This design comes from an exercise in tuning for small area, a short achievable clock period and few clock cycles on the open sky130 flow, not from production work. Function was checked by simulation only, so behaviour that the tests miss may differ from the original. Power figures rest on the tool's default switching activity, not on a simulated workload.

Setup of the reference run:
==> flow/design.v <==
`timescale 1ns / 1ps
`default_nettype none
package poci_pkg;
  localparam int RANK_W           = 6;
  localparam int EXT_W            = RANK_W + 1;
  localparam int CNT_W            = 6;
  localparam int POP_W            = 64;
  localparam int MAX_ELEMENTS_DEF = 32;
  localparam logic [RANK_W-1:0] ELEM_COUNT_RST = 6'd32;
  typedef enum logic [1:0] {
    OP_CLEAR = 2'd0,
    OP_ADD   = 2'd1,
    OP_COUNT = 2'd2,
    OP_NOP   = 2'd3
  } op_e;
  typedef enum logic [3:0] {
    ST_IDLE,
    ST_CLEAR,
    ST_ADD_RA,
    ST_ADD_RB,
    ST_ADD_WB,
    ST_ADD_DEC,
    ST_SCAN,
    ST_CHECK,
    ST_WRITE,
    ST_CNT_RD,
    ST_CNT_WAIT,
    ST_DONE
  } state_e;
  typedef enum logic [2:0] {
    TAG_NONE,
    TAG_A,
    TAG_B,
    TAG_SCAN,
    TAG_WRITE,
    TAG_COUNT
  } tag_e;
  typedef struct packed {
    logic rd_en;
    tag_e rd_tag;
    logic init_scan;
    logic set_conflict;
    logic clear_all;
    logic clear_count;
    logic done;
  } ctl_t;
  typedef struct packed {
    logic present;
    logic cyc;
    logic overlap;
    logic conflict;
  } sts_t;
  function automatic logic [6:0] popcount64(input logic [POP_W-1:0] v);
    logic [POP_W-1:0] x;
    x = v;
    x = (x & 64'h5555_5555_5555_5555) + ((x >> 1)  & 64'h5555_5555_5555_5555);
    x = (x & 64'h3333_3333_3333_3333) + ((x >> 2)  & 64'h3333_3333_3333_3333);
    x = (x & 64'h0f0f_0f0f_0f0f_0f0f) + ((x >> 4)  & 64'h0f0f_0f0f_0f0f_0f0f);
    x = (x & 64'h00ff_00ff_00ff_00ff) + ((x >> 8)  & 64'h00ff_00ff_00ff_00ff);
    x = (x & 64'h0000_ffff_0000_ffff) + ((x >> 16) & 64'h0000_ffff_0000_ffff);
    x = (x & 64'h0000_0000_ffff_ffff) + ((x >> 32) & 64'h0000_0000_ffff_ffff);
    popcount64 = x[6:0];
  endfunction
endpackage
`default_nettype wire
`timescale 1ns / 1ps
`default_nettype none
module poci_ram #(
  parameter int M = 32
) (
  input  wire logic           clk_i,
  input  wire logic           keep_i,
  input  wire logic [M-1:0]   set_row_i,
  input  wire logic [M-1:0]   set_col_i,
  output logic      [M*M-1:0] r_o
);
  for (genvar x = 0; x < M; x++) begin : g_row
    for (genvar y = 0; y < M; y++) begin : g_col
      if (x == y) begin : g_diag
        assign r_o[x*M+y] = 1'b0;
      end else begin : g_bit
        always_ff @(posedge clk_i) begin
          r_o[x*M+y] <= (r_o[x*M+y] & keep_i) | (set_row_i[x] & set_col_i[y]);
        end
      end
    end
  end
endmodule
`default_nettype wire
`timescale 1ns / 1ps
`default_nettype none
module poci_row_unit #(
  parameter int M = 32
) (
  input  wire logic [M*M-1:0] r_i,
  input  wire logic [M-1:0]   pick_i,
  output logic      [M-1:0]   row_o
);
  always_comb begin
    for (int y = 0; y < M; y++) begin
      row_o[y] = 1'b0;
      for (int x = 0; x < M; x++) row_o[y] = row_o[y] | (pick_i[x] & r_i[x*M+y]);
    end
  end
endmodule
module poci_col_unit #(
  parameter int M = 32
) (
  input  wire logic [M*M-1:0] r_i,
  input  wire logic [M-1:0]   pick_i,
  output logic      [M-1:0]   col_o
);
  always_comb begin
    for (int x = 0; x < M; x++) col_o[x] = |(r_i[x*M +: M] & pick_i);
  end
endmodule
`default_nettype wire
`timescale 1ns / 1ps
`default_nettype none
module poci_group_count (
  input  wire logic [31:0] v_i,
  output logic      [23:0] grp_o
);
  always_comb begin
    for (int i = 0; i < 8; i++) begin
      grp_o[3*i +: 3] = (3'(v_i[4*i])   + 3'(v_i[4*i+1]))
                      + (3'(v_i[4*i+2]) + 3'(v_i[4*i+3]));
    end
  end
endmodule
module poci_group_sum (
  input  wire logic [23:0] grp_i,
  output logic      [5:0]  cnt_o
);
  always_comb begin
    logic [4:0] s0, s1;
    s0 = (5'(grp_i[2:0])   + 5'(grp_i[5:3]))   + (5'(grp_i[8:6])   + 5'(grp_i[11:9]));
    s1 = (5'(grp_i[14:12]) + 5'(grp_i[17:15])) + (5'(grp_i[20:18]) + 5'(grp_i[23:21]));
    cnt_o = 6'(s0) + 6'(s1);
  end
endmodule
`default_nettype wire
`timescale 1ns / 1ps
`default_nettype none
module partial_order_closure_insert (
  input  wire logic       clk_i,
  input  wire logic       rst_ni,
  input  wire logic       start,
  output logic            busy,
  input  wire logic [1:0] opcode_i,
  input  wire logic [5:0] first_rank_i,
  input  wire logic [5:0] second_rank_i,
  input  wire logic       element_count_we_i,
  input  wire logic [5:0] element_count_i,
  output logic            done_o,
  output logic            consistent_o,
  output logic      [5:0] successor_count_o
);
  localparam int M = poci_pkg::MAX_ELEMENTS_DEF;
  logic [5:0]     ecnt_q;
  logic           rvalid_q, f_q, clean_q, done_q, pres_q, ovl_q;
  logic           idle_q, chk1_q, chk2_q, chk3_q;
  logic [5:0]     b_q;
  logic [M-1:0]   u_q, ps_q, pd_q;
  logic           wr_q;
  logic [23:0]    grp_q;
  logic [M*M-1:0] r_q;
  logic [5:0]   n_cur, n_new;
  logic [M-1:0] mask;
  assign n_cur = (ecnt_q > 6'd32) ? 6'd32 : ecnt_q;
  assign n_new = (element_count_i > 6'd32) ? 6'd32 : element_count_i;
  always_comb begin
    for (int i = 0; i < M; i++) mask[i] = (6'(i) < n_cur);
  end
  logic idle, accept, op_clear, op_add, op_count, a_ok, b_ok;
  assign idle     = idle_q;
  assign busy     = !rvalid_q || !idle;
  assign accept   = start && !busy;
  assign op_clear = (opcode_i == 2'd0);
  assign op_add   = (opcode_i == 2'd1);
  assign op_count = (opcode_i == 2'd2);
  assign a_ok     = (first_rank_i != 6'd0) && (first_rank_i <= n_cur);
  assign b_ok     = (second_rank_i != 6'd0) && (second_rank_i <= n_cur);
  logic [M-1:0] oa, ob, obq, vq_q, v_oh, dplus, sel, uplus;
  always_comb begin
    for (int x = 0; x < M; x++) begin
      oa[x]  = idle_q && (first_rank_i == 6'(x + 1));
      ob[x]  = idle_q && (second_rank_i == 6'(x + 1));
      obq[x] = (b_q == 6'(x + 1));
    end
  end
  assign v_oh  = oa | (op_add ? ob : '0) | vq_q;
  assign dplus = ob | (idle_q ? '0 : obq);
  assign uplus = oa | (chk1_q ? vq_q : '0);
  assign sel   = uplus | (chk2_q ? u_q : '0);
  logic [M-1:0] pset;
  assign pset = wr_q ? ps_q : '0;
  logic [M-1:0] rowx, rowf;
  poci_row_unit #(.M(M)) u_row (.r_i(r_q), .pick_i(v_oh), .row_o(rowx));
  assign rowf = rowx | ((|(v_oh & pset)) ? pd_q : '0);
  logic [M-1:0] colx, colf;
  poci_col_unit #(.M(M)) u_col (.r_i(r_q), .pick_i(sel), .col_o(colx));
  assign colf = colx | ((|(sel & pd_q)) ? pset : '0);
  logic [M-1:0] dvec, uvec;
  assign dvec = (rowf & mask) | dplus;
  assign uvec = (colf & mask) | uplus;
  logic add_go, cyc_in, fast_wr, fast_set_f, go_chk1;
  assign add_go     = accept && op_add && !f_q && a_ok && b_ok;
  assign cyc_in     = |(uvec & ob);
  assign fast_wr    = add_go && clean_q && !cyc_in;
  assign fast_set_f = accept && op_add && !f_q
                   && (!(a_ok && b_ok) || (clean_q && cyc_in));
  assign go_chk1    = add_go && !clean_q;
  logic cyc, chk3_wr;
  assign cyc     = |(u_q & obq);
  assign chk3_wr = chk3_q && !ovl_q;
  logic keep;
  assign keep = rvalid_q && !(accept && op_clear);
  poci_ram #(.M(M)) u_matrix (
    .clk_i    (clk_i),
    .keep_i   (keep),
    .set_row_i(keep ? pset : '0),
    .set_col_i(pd_q),
    .r_o      (r_q)
  );
  always_ff @(posedge clk_i) begin
    if (idle) begin
      b_q <= second_rank_i;
    end
    if (go_chk1) begin
      vq_q <= oa;
    end else if (chk1_q || (chk2_q && !(pres_q || cyc))) begin
      vq_q <= obq;
    end else begin
      vq_q <= '0;
    end
    if (chk1_q) begin
      u_q <= uvec;
    end
    ps_q   <= chk3_q ? u_q : uvec;
    pd_q   <= dvec;
    pres_q <= |(rowf & obq);
    ovl_q  <= |(uvec & dvec);
  end
  logic [23:0] grp;
  logic        cnt_en;
  assign cnt_en = accept && op_count && a_ok;
  poci_group_count u_grp (.v_i(rowf & (cnt_en ? mask : '0)), .grp_o(grp));
  always_ff @(posedge clk_i) begin
    grp_q <= grp;
  end
  always_ff @(posedge clk_i or negedge rst_ni) begin
    if (!rst_ni) begin
      ecnt_q   <= poci_pkg::ELEM_COUNT_RST;
      rvalid_q <= 1'b0;
      f_q      <= 1'b0;
      clean_q  <= 1'b1;
      done_q   <= 1'b0;
      wr_q     <= 1'b0;
      idle_q   <= 1'b1;
      chk1_q   <= 1'b0;
      chk2_q   <= 1'b0;
      chk3_q   <= 1'b0;
    end else begin
      rvalid_q <= 1'b1;
      if (element_count_we_i) begin
        ecnt_q <= element_count_i;
      end
      if (accept && op_clear) begin
        clean_q <= 1'b1;
      end else if (element_count_we_i && (n_new < n_cur)) begin
        clean_q <= 1'b0;
      end
      if (accept && op_clear) begin
        f_q <= 1'b0;
      end else if (fast_set_f || (chk2_q && !pres_q && cyc) || (chk3_q && ovl_q)) begin
        f_q <= 1'b1;
      end
      wr_q   <= fast_wr || chk3_wr;
      done_q <= (accept && !go_chk1) || (chk2_q && (pres_q || cyc)) || chk3_q;
      idle_q <= (idle_q && !go_chk1) || (chk2_q && (pres_q || cyc)) || chk3_q;
      chk1_q <= go_chk1;
      chk2_q <= chk1_q;
      chk3_q <= chk2_q && !(pres_q || cyc);
    end
  end
  assign done_o            = done_q;
  assign consistent_o      = !f_q;
  poci_group_sum u_sum (.grp_i(grp_q), .cnt_o(successor_count_o));
endmodule
`default_nettype wire
Settings: LEC_CHECK=0, CAP_MARGIN=10, CORE_MARGIN=2, CORE_UTILIZATION=45, CTS_CLUSTER_DIAMETER=90, CTS_CLUSTER_SIZE=22, SETUP_SLACK_MARGIN=0.6, SLEW_MARGIN=10, SYNTH_HIERARCHICAL=1; clock period 6.0 ns.
standard.sh (not shown) runs the stock make flow with config.mk's settings and CLKGATE_MAP_FILE= SYNTH_SCRIPT=/design/flow/synth_recipe.tcl, a recipe that flattens the netlist after the stock synthesis.
==> flow/flow/run.sh <==
#!/bin/bash
# Layout: the standard flow (standard.sh) unchanged for synthesis; for the
# layout the port buffers are a stronger cell (buf_4 instead of the default
# delay buffer) and repair may resize a cell to another footprint. Each step's
# full output goes to its own log file here.
set -euo pipefail
sed -e "s|CLKGATE_MAP_FILE= |CLKGATE_MAP_FILE= MATCH_CELL_FOOTPRINT=0 'BUFFER_PORTS_ARGS=-buffer_cell sky130_fd_sc_hd__buf_4' |" \
  standard.sh > own_standard.sh
grep -q 'MATCH_CELL_FOOTPRINT=0' own_standard.sh
bash standard.sh synth > synth.log 2>&1
bash own_standard.sh finish > layout.log 2>&1
test -f out/final.def
Testbench counts of the reference run, summed over its fixed seeds: cycles 2,696.
## Diff of input files: the trial run against the reference run
--- a/flow/config.mk
+++ b/flow/config.mk
@@ -7,9 +7,8 @@
 export LEC_CHECK = 0
-export CAP_MARGIN = 10
+export CAP_MARGIN = 20
 export CORE_MARGIN = 2
 export CORE_UTILIZATION = 45
-export CTS_CLUSTER_DIAMETER = 90
-export CTS_CLUSTER_SIZE = 22
-export SETUP_SLACK_MARGIN = 0.6
-export SLEW_MARGIN = 10
+export CTS_BUF_LIST = sky130_fd_sc_hd__clkbuf_8
+export SETUP_SLACK_MARGIN = 0.5
+export SLEW_MARGIN = 20
 export SYNTH_HIERARCHICAL = 1
--- outcome ---
- The trial run vs the reference run — clock-buffer cell count rose 240%.
- chk2_q$_DFF_PN0_ as the launching element of the worst setup path was reported by the reference run, and idle_q$_DFF_PN1_ by the trial run.
- Looking at met3 routing resource usage after global routing, the trial run sits 1.1 points higher than the reference run does.
- On relative area change from synthesis to final layout: between the trial run and the reference run, it ends up lower for the reference run.
- Compared with the reference run, the trial run shows power spent charging and discharging nets higher by about 14%.
- Compared with the reference run, detailed router's first-iteration violation count in the trial run increased by a few percent.
- Compared to the reference run, the trial run has via count 1286 higher.
- Delta (the trial run minus the reference run): power per standard cell area grew by 15%; time the final worst path needs with I/O delays and setup grew by 0.080 ns; global-route usage saw an increase.
- Largest stage delay on the critical path down 0.06 ns in the trial run wrt the reference run

-- afterwards: timing with drivers on the ports --
In the flow no input, the clock included, has a driving cell. The finished layouts below were timed again as built, in two steps.
Step 1, drivers: a clkbuf_16 drives clk_i and a buf_2 each remaining input, both assumed.
Step 2 also shifts input and output timing later by t, the mid clock arrival at the registers, as if the neighbouring blocks saw the same clock.
a / b / c = no drivers / after step 1 / after step 2; a / b = the first two.
run | t, ns | setup slack, ns | worst slew at a driven data input, ns
the reference run | 0.768 | 0.491 / 0.491 / -0.177 | 0.04
the trial run | 1.010 | 0.411 / 0.411 / -0.378 | 0.04
Met with ideal ports but missed after step 2: setup timing in the reference run and the trial run. The setup slack of the trial run, which loses most, moves by 0.000 ns with the drivers and by -0.789 ns with both steps.
